From an optimization exercise on the open Yosys and OpenROAD flow, aimed at small area; shortcuts taken in it are not production practice.
In this exercise RTL edits were held to simulation tests only and were not proved equivalent to the original.
Power is estimated from default activity; no workload was simulated.

==> inputs of run a <==
==> flow/design.v <==
`default_nettype none
module regfile_sb #(
  parameter int WIDTH    = 32,
  parameter int DEPTH    = 32,
  parameter bit ZERO_REG = 1'b1,
  parameter bit BYPASS   = 1'b1,
  parameter int AW       = $clog2(DEPTH)
) (
  input  logic             clk,
  input  logic             rst,
  input  logic [AW-1:0]    rs1_addr,
  input  logic [AW-1:0]    rs2_addr,
  output logic [WIDTH-1:0] rs1_data,
  output logic [WIDTH-1:0] rs2_data,
  output logic             rs1_busy,
  output logic             rs2_busy,
  input  logic             wr_en,
  input  logic [AW-1:0]    wr_addr,
  input  logic [WIDTH-1:0] wr_data,
  input  logic             rsv_en,
  input  logic [AW-1:0]    rsv_addr,
  output logic             init_done,
  output logic [AW:0]      busy_cnt
);
  localparam int NREG = 32;
  logic             run_q;
  logic             ph_q;       
  logic [AW-1:1]    idx_q;
  logic [AW:0]      cnt_q;
  logic [NREG-1:1]  busy_q;
  logic [WIDTH-1:0] mem_q [NREG-1:1];
  function automatic logic [NREG-1:1] dec(input logic [AW-1:0] a);
    for (int i = 1; i < NREG; i++) dec[i] = (a == AW'(i));
  endfunction
  logic [NREG-1:1] rsv_hit, rs1_sel_a, rs1_sel_b, rs2_sel_a, rs2_sel_b;
  logic            rs1_nz, rs2_nz, byp1, byp2, wr_ok, rsv_ok;
  assign rsv_hit = dec(rsv_addr) & {(NREG-1){run_q & rsv_en}};
  assign wr_ok   = run_q & wr_en  & (wr_addr  != '0);
  assign rsv_ok  = run_q & rsv_en & (rsv_addr != '0);
  assign rs1_nz  = run_q & (rs1_addr != '0);
  assign rs2_nz  = run_q & (rs2_addr != '0);
  assign byp1    = wr_ok & (rs1_addr == wr_addr);
  assign byp2    = wr_ok & (rs2_addr == wr_addr);
  logic [NREG-1:1] rs1_sel_n, rs2_sel_n;
  assign rs1_sel_n = ~(dec(rs1_addr) & {(NREG-1){run_q}});
  assign rs2_sel_n = ~(dec(rs2_addr) & {(NREG-1){run_q}});
  rf_inv #(NREG-1) u_s1a (.a(rs1_sel_n), .y(rs1_sel_a));
  rf_inv #(NREG-1) u_s1b (.a(rs1_sel_n), .y(rs1_sel_b));
  rf_inv #(NREG-1) u_s2a (.a(rs2_sel_n), .y(rs2_sel_a));
  rf_inv #(NREG-1) u_s2b (.a(rs2_sel_n), .y(rs2_sel_b));
  logic [AW-1:0] idx;
  assign idx = {idx_q, ph_q};
  always_ff @(posedge clk) begin
    if (!rst) begin
      run_q <= 1'b0;
      idx_q <= '0;
    end else if (!run_q) begin
      if (ph_q) idx_q <= idx_q + 1'b1;
      if (idx == AW'(DEPTH - 1)) run_q <= 1'b1;
    end
  end
  always_ff @(posedge clk) begin
    if (!rst) ph_q <= 1'b0;
    else      ph_q <= !ph_q;
  end
  logic [WIDTH-1:0] dcol_a, dcol_b;   
  logic [NREG-1:1]  we_a, we_b, we_n_a, we_n_b;   
  logic [WIDTH-1:0] dcol_n;
  logic [NREG-1:1]  we_raw;
  assign dcol_n = ~((wr_data & {WIDTH{run_q}}) ^ {WIDTH{ph_q}});
  rf_inv #(WIDTH) u_dca (.a(dcol_n), .y(dcol_a));
  rf_inv #(WIDTH) u_dcb (.a(dcol_n), .y(dcol_b));
  assign we_raw = (dec(wr_addr) & {(NREG-1){wr_en}}) | {(NREG-1){!run_q}};
  rf_inv #(NREG-1) u_wea  (.a(~we_raw), .y(we_a));
  rf_inv #(NREG-1) u_web  (.a(~we_raw), .y(we_b));
  rf_inv #(NREG-1) u_wena (.a(we_raw),  .y(we_n_a));
  rf_inv #(NREG-1) u_wenb (.a(we_raw),  .y(we_n_b));
  logic [WIDTH-1:0] nxt [NREG-1:1];
  for (genvar i = 1; i < NREG; i++) begin : g_row
    logic [WIDTH-1:0] d;
    assign nxt[i] = d;
    for (genvar b = 0; b < WIDTH; b++) begin : g_bit
      rf_o22ai u_d (.a1(i <= 16 ? dcol_a[b] : dcol_b[b]),
                    .a2(b < 16 ? we_n_a[i] : we_n_b[i]), .b1(mem_q[i][b]),
                    .b2(b < 16 ? we_a[i] : we_b[i]), .y(d[b]));
    end
    always_ff @(posedge clk) mem_q[i] <= d;
  end
  always_ff @(posedge clk) busy_q <= (busy_q & we_n_b) | rsv_hit;
  logic busy_at_wr, busy_at_rsv, cnt_inc, cnt_dec;
  rf_rd31 u_bzw (.v(busy_q), .s(we_a),    .y(busy_at_wr));
  rf_rd31 u_bzr (.v(busy_q), .s(rsv_hit), .y(busy_at_rsv));
  assign cnt_inc = rsv_ok & !busy_at_rsv;
  assign cnt_dec = run_q & busy_at_wr & !(rsv_en & (rsv_addr == wr_addr));
  always_ff @(posedge clk) begin
    if (!rst) cnt_q <= '0;
    else if (cnt_inc && !cnt_dec) cnt_q <= cnt_q + 1'b1;
    else if (cnt_dec && !cnt_inc) cnt_q <= cnt_q - 1'b1;
  end
  logic             c1, c2;
  assign c1 = !ph_q & rs1_nz;
  assign c2 = !ph_q & rs2_nz;
  for (genvar b = 0; b < WIDTH; b++) begin : g_rd
    logic [31:1] v;
    for (genvar i = 1; i < NREG; i++) begin : g_v
      assign v[i] = nxt[i][b];
    end
    rf_rd31x u_rs1 (.v(v), .s(b < 16 ? rs1_sel_a : rs1_sel_b), .c(c1), .y(rs1_data[b]));
    rf_rd31x u_rs2 (.v(v), .s(b < 16 ? rs2_sel_a : rs2_sel_b), .c(c2), .y(rs2_data[b]));
  end
  logic bz1, bz2;
  rf_rd31 u_bz1 (.v(busy_q), .s(rs1_sel_b), .y(bz1));
  rf_rd31 u_bz2 (.v(busy_q), .s(rs2_sel_b), .y(bz2));
  assign rs1_busy = bz1 & !byp1;
  assign rs2_busy = bz2 & !byp2;
  assign init_done = run_q;
  assign busy_cnt  = cnt_q;
endmodule
module rf_rd31x (
  input  logic [31:1] v,
  input  logic [31:1] s,
  input  logic        c,
  output logic        y
);
  logic o;
  rf_rd31 u_t (.v(v), .s(s), .y(o));
  rf_xor2 u_y (.a(o), .b(c), .y(y));
endmodule
module rf_rd31 (
  input  logic [31:1] v,
  input  logic [31:1] s,
  output logic        y
);
  logic [9:0] n;
  logic [1:0] p;
  logic       q, m;
  for (genvar g = 0; g < 10; g++) begin : g_t
    rf_a222oi u (.a1(v[3*g+1]), .a2(s[3*g+1]), .b1(v[3*g+2]), .b2(s[3*g+2]),
                 .c1(v[3*g+3]), .c2(s[3*g+3]), .y(n[g]));
  end
  rf_nand2 u_q  (.a(v[31]), .b(s[31]), .y(q));
  rf_nand4 u_p0 (.a(n[0]), .b(n[1]), .c(n[2]), .d(n[3]), .y(p[0]));
  rf_nand4 u_p1 (.a(n[4]), .b(n[5]), .c(n[6]), .d(n[7]), .y(p[1]));
  rf_nor2  u_m  (.a(p[0]), .b(p[1]), .y(m));
  rf_nand4 u_y  (.a(m), .b(n[8]), .c(n[9]), .d(q), .y(y));
endmodule
module rf_a222oi (
  input  logic a1, a2, b1, b2, c1, c2,
  output logic y
);
  assign y = ~((a1 & a2) | (b1 & b2) | (c1 & c2));
endmodule
module rf_o22ai (
  input  logic a1, a2, b1, b2,
  output logic y
);
  assign y = ~((a1 | a2) & (b1 | b2));
endmodule
module rf_nand2 (
  input  logic a, b,
  output logic y
);
  assign y = ~(a & b);
endmodule
module rf_nor2 (
  input  logic a, b,
  output logic y
);
  assign y = ~(a | b);
endmodule
module rf_nand3 (
  input  logic a, b, c,
  output logic y
);
  assign y = ~(a & b & c);
endmodule
module rf_nand4 (
  input  logic a, b, c, d,
  output logic y
);
  assign y = ~(a & b & c & d);
endmodule
module rf_inv #(
  parameter int N = 1
) (
  input  logic [N-1:0] a,
  output logic [N-1:0] y
);
  for (genvar k = 0; k < N; k++) begin : g_k
    rf_inv1 u (.a(a[k]), .y(y[k]));
  end
endmodule
module rf_inv1 (
  input  logic a,
  output logic y
);
  assign y = ~a;
endmodule
module rf_xor2 (
  input  logic a, b,
  output logic y
);
  assign y = a ^ b;
endmodule
`default_nettype wire
==> flow/run.sh <==
#!/bin/bash
# synth_recipe.tcl (not shown) runs the flow's synth.tcl, then flattens the netlist and writes it again
# the make line also repeats each setting of config.mk as NAME=value (left out here)
make -C /OpenROAD-flow-scripts/flow DESIGN_CONFIG=/design/flow/config.mk WORK_HOME=/design/flow/orfs CLKGATE_MAP_FILE= SYNTH_SCRIPT=/design/flow/synth_recipe.tcl finish
==> flow/config.mk <==
export PLATFORM = sky130hd
export DESIGN_NAME = regfile_sb
export DESIGN_NICKNAME = regfile_sb
export VERILOG_FILES = /design/flow/design.v
export SDC_FILE = /design/flow/constraint.sdc
export NUM_CORES = 4
export LEC_CHECK = 0
export CAP_MARGIN = 20
export CORE_MARGIN = 2
export CORE_UTILIZATION = 40
export CTS_BUF_LIST = sky130_fd_sc_hd__clkbuf_16
export CTS_CLUSTER_DIAMETER = 100
export CTS_CLUSTER_SIZE = 25
export SLEW_MARGIN = 20
export SYNTH_HIERARCHICAL = 1
export SYNTH_MINIMUM_KEEP_SIZE = 0
==> flow/constraint.sdc <==
create_clock -name core_clock -period 10.0 [get_ports {clk}]
set_input_delay 2.0000 -clock core_clock [delete_from_list [all_inputs] [get_ports {clk}]]
set_output_delay 2.0000 -clock core_clock [all_outputs]
set_load 0.01 [all_outputs]
==> run b: changes against run a <==
==> flow/design.v (replaced) <==
`default_nettype none
module regfile_sb #(
  parameter int WIDTH    = 32,
  parameter int DEPTH    = 32,
  parameter bit ZERO_REG = 1'b1,
  parameter bit BYPASS   = 1'b1,
  parameter int AW       = $clog2(DEPTH)
) (
  input  logic             clk,
  input  logic             rst,
  input  logic [AW-1:0]    rs1_addr,
  input  logic [AW-1:0]    rs2_addr,
  output logic [WIDTH-1:0] rs1_data,
  output logic [WIDTH-1:0] rs2_data,
  output logic             rs1_busy,
  output logic             rs2_busy,
  input  logic             wr_en,
  input  logic [AW-1:0]    wr_addr,
  input  logic [WIDTH-1:0] wr_data,
  input  logic             rsv_en,
  input  logic [AW-1:0]    rsv_addr,
  output logic             init_done,
  output logic [AW:0]      busy_cnt
);
  localparam int NREG = 32;
  logic             run_q;
  logic             ph_q;       
  logic [AW-1:1]    idx_q;
  logic [AW:0]      cnt_q;
  logic [NREG-1:1]  busy_q;
  logic [WIDTH-1:0] mem_q [NREG-1:1];
  function automatic logic [NREG-1:1] dec(input logic [AW-1:0] a);
    for (int i = 1; i < NREG; i++) dec[i] = (a == AW'(i));
  endfunction
  logic [NREG-1:1] wr_hit, rsv_hit, rs1_sel, rs2_sel;
  logic            rs1_nz, rs2_nz, byp1, byp2, wr_ok, rsv_ok;
  assign wr_hit  = dec(wr_addr)  & {(NREG-1){run_q & wr_en}};
  assign rsv_hit = dec(rsv_addr) & {(NREG-1){run_q & rsv_en}};
  assign wr_ok   = run_q & wr_en  & (wr_addr  != '0);
  assign rsv_ok  = run_q & rsv_en & (rsv_addr != '0);
  assign rs1_nz  = run_q & (rs1_addr != '0);
  assign rs2_nz  = run_q & (rs2_addr != '0);
  assign byp1    = wr_ok & (rs1_addr == wr_addr);
  assign byp2    = wr_ok & (rs2_addr == wr_addr);
  assign rs1_sel = dec(rs1_addr) & {(NREG-1){run_q & !byp1}};
  assign rs2_sel = dec(rs2_addr) & {(NREG-1){run_q & !byp2}};
  logic [AW-1:0] idx;
  assign idx = {idx_q, ph_q};
  always_ff @(posedge clk) begin
    if (!rst) begin
      run_q <= 1'b0;
      idx_q <= '0;
    end else if (!run_q) begin
      if (ph_q) idx_q <= idx_q + 1'b1;
      if (idx == AW'(DEPTH - 1)) run_q <= 1'b1;
    end
  end
  always_ff @(posedge clk) begin
    if (!rst) ph_q <= 1'b0;
    else      ph_q <= !ph_q;
  end
  logic [WIDTH-1:0] dcol;
  logic [NREG-1:1]  we, we_n;
  logic dsel0_n, dsel1_n;
  assign dsel0_n = !ph_q;
  assign dsel1_n = !(ph_q ^ run_q);
  for (genvar b = 0; b < WIDTH; b++) begin : g_dcol
    rf_mux2i u_dc (.a0(dsel0_n), .a1(dsel1_n), .s(wr_data[b]), .y(dcol[b]));
  end
  assign we   = wr_hit | {(NREG-1){!run_q}};
  assign we_n = ~we;
  for (genvar i = 1; i < NREG; i++) begin : g_row
    logic [WIDTH-1:0] d;
    for (genvar b = 0; b < WIDTH; b++) begin : g_bit
      rf_o22ai u_d (.a1(dcol[b]), .a2(we_n[i]), .b1(mem_q[i][b]), .b2(we[i]), .y(d[b]));
    end
    always_ff @(posedge clk) mem_q[i] <= d;
  end
  always_ff @(posedge clk) begin
    if (!rst) busy_q <= '0;
    else      busy_q <= (busy_q & ~wr_hit) | rsv_hit;
  end
  logic busy_at_wr, busy_at_rsv, cnt_inc, cnt_dec;
  rf_rd31 u_bzw (.v(busy_q), .s(wr_hit),  .y(busy_at_wr));
  rf_rd31 u_bzr (.v(busy_q), .s(rsv_hit), .y(busy_at_rsv));
  assign cnt_inc = rsv_ok & !busy_at_rsv;
  assign cnt_dec = busy_at_wr & !(rsv_en & (rsv_addr == wr_addr));
  always_ff @(posedge clk) begin
    if (!rst) cnt_q <= '0;
    else if (cnt_inc && !cnt_dec) cnt_q <= cnt_q + 1'b1;
    else if (cnt_dec && !cnt_inc) cnt_q <= cnt_q - 1'b1;
  end
  logic             c1, c2;
  assign c1 = ph_q & rs1_nz;
  assign c2 = ph_q & rs2_nz;
  for (genvar b = 0; b < WIDTH; b++) begin : g_rd
    logic [31:0] v;
    for (genvar i = 1; i < NREG; i++) begin : g_v
      assign v[i-1] = mem_q[i][b];
    end
    assign v[31] = dcol[b];
    rf_rd32 u_rs1 (.v(v), .s({byp1, rs1_sel}), .c(c1), .y(rs1_data[b]));
    rf_rd32 u_rs2 (.v(v), .s({byp2, rs2_sel}), .c(c2), .y(rs2_data[b]));
  end
  rf_rd31 u_bz1 (.v(busy_q), .s(rs1_sel), .y(rs1_busy));
  rf_rd31 u_bz2 (.v(busy_q), .s(rs2_sel), .y(rs2_busy));
  assign init_done = run_q;
  assign busy_cnt  = cnt_q;
endmodule
module rf_rd32 (
  input  logic [31:0] v,
  input  logic [31:0] s,
  input  logic        c,
  output logic        y
);
  logic [9:0] n;
  logic [1:0] q;
  logic [2:0] p;
  for (genvar g = 0; g < 10; g++) begin : g_t
    rf_a222oi u (.a1(v[3*g]), .a2(s[3*g]), .b1(v[3*g+1]), .b2(s[3*g+1]),
                 .c1(v[3*g+2]), .c2(s[3*g+2]), .y(n[g]));
  end
  rf_nand2 u_q0 (.a(v[30]), .b(s[30]), .y(q[0]));
  rf_nand2 u_q1 (.a(v[31]), .b(s[31]), .y(q[1]));
  rf_nand4 u_p0 (.a(n[0]), .b(n[1]), .c(n[2]), .d(n[3]), .y(p[0]));
  rf_nand4 u_p1 (.a(n[4]), .b(n[5]), .c(n[6]), .d(n[7]), .y(p[1]));
  rf_nand4 u_p2 (.a(n[8]), .b(n[9]), .c(q[0]), .d(q[1]), .y(p[2]));
  logic       o;
  rf_or3   u_o  (.a(p[0]), .b(p[1]), .c(p[2]), .y(o));
  rf_xor2  u_y  (.a(o), .b(c), .y(y));
endmodule
module rf_rd31 (
  input  logic [31:1] v,
  input  logic [31:1] s,
  output logic        y
);
  logic [9:0] n;
  logic       q;
  logic [2:0] p;
  for (genvar g = 0; g < 10; g++) begin : g_t
    rf_a222oi u (.a1(v[3*g+1]), .a2(s[3*g+1]), .b1(v[3*g+2]), .b2(s[3*g+2]),
                 .c1(v[3*g+3]), .c2(s[3*g+3]), .y(n[g]));
  end
  rf_nand2 u_q  (.a(v[31]), .b(s[31]), .y(q));
  rf_nand4 u_p0 (.a(n[0]), .b(n[1]), .c(n[2]), .d(n[3]), .y(p[0]));
  rf_nand4 u_p1 (.a(n[4]), .b(n[5]), .c(n[6]), .d(n[7]), .y(p[1]));
  rf_nand3 u_p2 (.a(n[8]), .b(n[9]), .c(q), .y(p[2]));
  rf_or3   u_y  (.a(p[0]), .b(p[1]), .c(p[2]), .y(y));
endmodule
module rf_a222oi (
  input  logic a1, a2, b1, b2, c1, c2,
  output logic y
);
  assign y = ~((a1 & a2) | (b1 & b2) | (c1 & c2));
endmodule
module rf_o22ai (
  input  logic a1, a2, b1, b2,
  output logic y
);
  assign y = ~((a1 | a2) & (b1 | b2));
endmodule
module rf_nand2 (
  input  logic a, b,
  output logic y
);
  assign y = ~(a & b);
endmodule
module rf_nand3 (
  input  logic a, b, c,
  output logic y
);
  assign y = ~(a & b & c);
endmodule
module rf_nand4 (
  input  logic a, b, c, d,
  output logic y
);
  assign y = ~(a & b & c & d);
endmodule
module rf_or3 (
  input  logic a, b, c,
  output logic y
);
  assign y = a | b | c;
endmodule
module rf_mux2i (
  input  logic a0, a1, s,
  output logic y
);
  assign y = ~(s ? a1 : a0);
endmodule
module rf_xor2 (
  input  logic a, b,
  output logic y
);
  assign y = a ^ b;
endmodule
`default_nettype wire
==> flow/flow/run.sh (new file) <==
#!/bin/bash
# The standard layout (standard.sh, unchanged synthesis), with two changes:
# ports are buffered with the smallest buffer, and power recovery (which
# downsizes gates that have slack) runs after global routing.
set -euo pipefail
bash standard.sh "BUFFER_PORTS_ARGS=-buffer_cell sky130_fd_sc_hd__buf_1" RECOVER_POWER=100 finish > flow_make.log 2>&1
==> flow/standard.sh (new file) <==
#!/bin/bash
# synth_recipe.tcl (not shown) runs the flow's synth.tcl, then flattens the netlist and writes it again
# the make line also repeats each setting of config.mk as NAME=value (left out here)
make -C /OpenROAD-flow-scripts/flow DESIGN_CONFIG=/design/flow/config.mk WORK_HOME=/design/flow/orfs CLKGATE_MAP_FILE= SYNTH_SCRIPT=/design/flow/synth_recipe.tcl "${@:-finish}"
--- a/flow/config.mk
+++ b/flow/config.mk
@@ -10,7 +10,7 @@
 export CORE_UTILIZATION = 40
 export CTS_BUF_LIST = sky130_fd_sc_hd__clkbuf_16
 export CTS_CLUSTER_DIAMETER = 100
-export CTS_CLUSTER_SIZE = 25
+export CTS_CLUSTER_SIZE = 30
 export SLEW_MARGIN = 20
 export SYNTH_HIERARCHICAL = 1
 export SYNTH_MINIMUM_KEEP_SIZE = 0
removed: flow/run.sh
==> run c: changes against run a <==
--- a/flow/design.v
+++ b/flow/design.v
@@ -25,7 +25,6 @@
   localparam int NREG = 32;
   logic             run_q;
   logic             ph_q;       
-  logic [AW-1:1]    idx_q;
   logic [AW:0]      cnt_q;
   logic [NREG-1:1]  busy_q;
   logic [WIDTH-1:0] mem_q [NREG-1:1];
@@ -49,13 +48,11 @@
   rf_inv #(NREG-1) u_s2a (.a(rs2_sel_n), .y(rs2_sel_a));
   rf_inv #(NREG-1) u_s2b (.a(rs2_sel_n), .y(rs2_sel_b));
   logic [AW-1:0] idx;
-  assign idx = {idx_q, ph_q};
+  assign idx = {busy_q[4:1], ph_q};
   always_ff @(posedge clk) begin
     if (!rst) begin
       run_q <= 1'b0;
-      idx_q <= '0;
     end else if (!run_q) begin
-      if (ph_q) idx_q <= idx_q + 1'b1;
       if (idx == AW'(DEPTH - 1)) run_q <= 1'b1;
     end
   end
@@ -86,7 +83,14 @@
     end
     always_ff @(posedge clk) mem_q[i] <= d;
   end
-  always_ff @(posedge clk) busy_q <= (busy_q & we_n_b) | rsv_hit;
+  logic [NREG-1:1] busy_run;
+  assign busy_run = (busy_q & we_n_b) | rsv_hit;
+  always_ff @(posedge clk) begin
+    busy_q[NREG-1:5] <= busy_run[NREG-1:5];
+    if (!rst)        busy_q[4:1] <= '0;
+    else if (run_q)  busy_q[4:1] <= busy_run[4:1];
+    else if (ph_q)   busy_q[4:1] <= busy_q[4:1] + 1'b1;
+  end
   logic busy_at_wr, busy_at_rsv, cnt_inc, cnt_dec;
   rf_rd31 u_bzw (.v(busy_q), .s(we_a),    .y(busy_at_wr));
   rf_rd31 u_bzr (.v(busy_q), .s(rsv_hit), .y(busy_at_rsv));
@@ -97,16 +101,19 @@
     else if (cnt_inc && !cnt_dec) cnt_q <= cnt_q + 1'b1;
     else if (cnt_dec && !cnt_inc) cnt_q <= cnt_q - 1'b1;
   end
-  logic             c1, c2;
-  assign c1 = !ph_q & rs1_nz;
-  assign c2 = !ph_q & rs2_nz;
+  logic             c1_n, c2_n, c1_a, c1_b, c2_a, c2_b;
+  assign c1_n = !(!ph_q & rs1_nz);
+  assign c2_n = !(!ph_q & rs2_nz);
+  rf_inv #(4) u_c (.a({c1_n, c1_n, c2_n, c2_n}), .y({c1_a, c1_b, c2_a, c2_b}));
   for (genvar b = 0; b < WIDTH; b++) begin : g_rd
     logic [31:1] v;
     for (genvar i = 1; i < NREG; i++) begin : g_v
       assign v[i] = nxt[i][b];
     end
-    rf_rd31x u_rs1 (.v(v), .s(b < 16 ? rs1_sel_a : rs1_sel_b), .c(c1), .y(rs1_data[b]));
-    rf_rd31x u_rs2 (.v(v), .s(b < 16 ? rs2_sel_a : rs2_sel_b), .c(c2), .y(rs2_data[b]));
+    rf_rd31x u_rs1 (.v(v), .s(b < 16 ? rs1_sel_a : rs1_sel_b), .c(b < 16 ? c1_a : c1_b),
+                    .y(rs1_data[b]));
+    rf_rd31x u_rs2 (.v(v), .s(b < 16 ? rs2_sel_a : rs2_sel_b), .c(b < 16 ? c2_a : c2_b),
+                    .y(rs2_data[b]));
   end
   logic bz1, bz2;
   rf_rd31 u_bz1 (.v(busy_q), .s(rs1_sel_b), .y(bz1));
==> flow/flow/run.sh (new file) <==
#!/bin/bash
# The standard layout (standard.sh, unchanged synthesis), except that:
#  * the ports are buffered with the smallest buffer cell;
#  * the buffers that synthesis (ABC) inserted are removed at floorplan
#    (global placement is not timing-driven, so it does not remove them);
#    repair_design then buffers only what the placed design needs.
set -euo pipefail
bash standard.sh "BUFFER_PORTS_ARGS=-buffer_cell sky130_fd_sc_hd__buf_1" REMOVE_ABC_BUFFERS=1 finish > flow_make.log 2>&1
==> flow/standard.sh (new file) <==
#!/bin/bash
# synth_recipe.tcl (not shown) runs the flow's synth.tcl, then flattens the netlist and writes it again
# the make line also repeats each setting of config.mk as NAME=value (left out here)
make -C /OpenROAD-flow-scripts/flow DESIGN_CONFIG=/design/flow/config.mk WORK_HOME=/design/flow/orfs CLKGATE_MAP_FILE= SYNTH_SCRIPT=/design/flow/synth_recipe.tcl "${@:-finish}"
--- a/flow/config.mk
+++ b/flow/config.mk
@@ -10,7 +10,8 @@
 export CORE_UTILIZATION = 40
 export CTS_BUF_LIST = sky130_fd_sc_hd__clkbuf_16
 export CTS_CLUSTER_DIAMETER = 100
-export CTS_CLUSTER_SIZE = 25
+export CTS_CLUSTER_SIZE = 24
+export GPL_TIMING_DRIVEN = 0
 export SLEW_MARGIN = 20
 export SYNTH_HIERARCHICAL = 1
 export SYNTH_MINIMUM_KEEP_SIZE = 0
removed: flow/run.sh
==> metrics.csv <==
stage;metric;value;unit
outcome;run status;finished with violations;
outcome;reasons for failing layout checks;max-capacitance violations, max-slew violations;
job;maxcap violations;54;
route;DRC violation total after the first TritonRoute iteration;10329;
sta;final count of pins violating max slew;1623;
grt;first-pass GRT wire length;277000;um
power_and_ir_drop;combinational fraction of design power;0.075;
layout;number of diodes added for antenna fixing;2;
# the run above: run b

==> metrics.csv <==
stage;metric;value;unit
outcome;run status;no timing/DRC/antenna violations;
layout;number of diodes added for antenna fixing;1;
sta;final count of pins violating max slew;0;
power_and_ir_drop;combinational fraction of design power;0.075;
# the run above: run a

==> metrics.csv <==
stage;metric;value;unit
outcome;run status;no timing/DRC/antenna violations;
power_and_ir_drop;combinational fraction of design power;0.072;
layout;number of diodes added for antenna fixing;0;
job;maxcap violations;0;
grt;first-pass GRT wire length;240000;um
route;DRC violation total after the first TritonRoute iteration;7685;
# the run above: run c

-- re-timing with driven ports --
In the flow no input, the clock included, has a driving cell. The finished layouts below were timed again as built, in two steps. Step 1 sets driving cells, clkbuf_16 on the clock port and buf_2 on the other inputs (assumed; they add their load-dependent delay and slew). Step 2, shift: input delay + t, output delay - t, t = (earliest + latest rising clock arrival at the registers) / 2. This alone moves slack from input paths to output paths. Three values: ideal ports, drivers, drivers and shift; two values: the first two.
| run | t, ns | slack for setup (ns) | worst setup path after step 2 | worst slew at a driven data input, ns |
|---|---|---|---|---|
| run a | 0.708 | 0.846 / 0.808 / 0.808 | input to output | 0.19 |
| run b | 0.708 | 1.014 / 0.942 / 1.259 | input to output | 0.06 |
| run c | 0.727 | 1.093 / 1.073 / 1.073 | input to output | 0.09 |
For run a, which loses most, drivers alone change the setup slack by -0.038 ns; drivers and shift together by -0.038 ns.
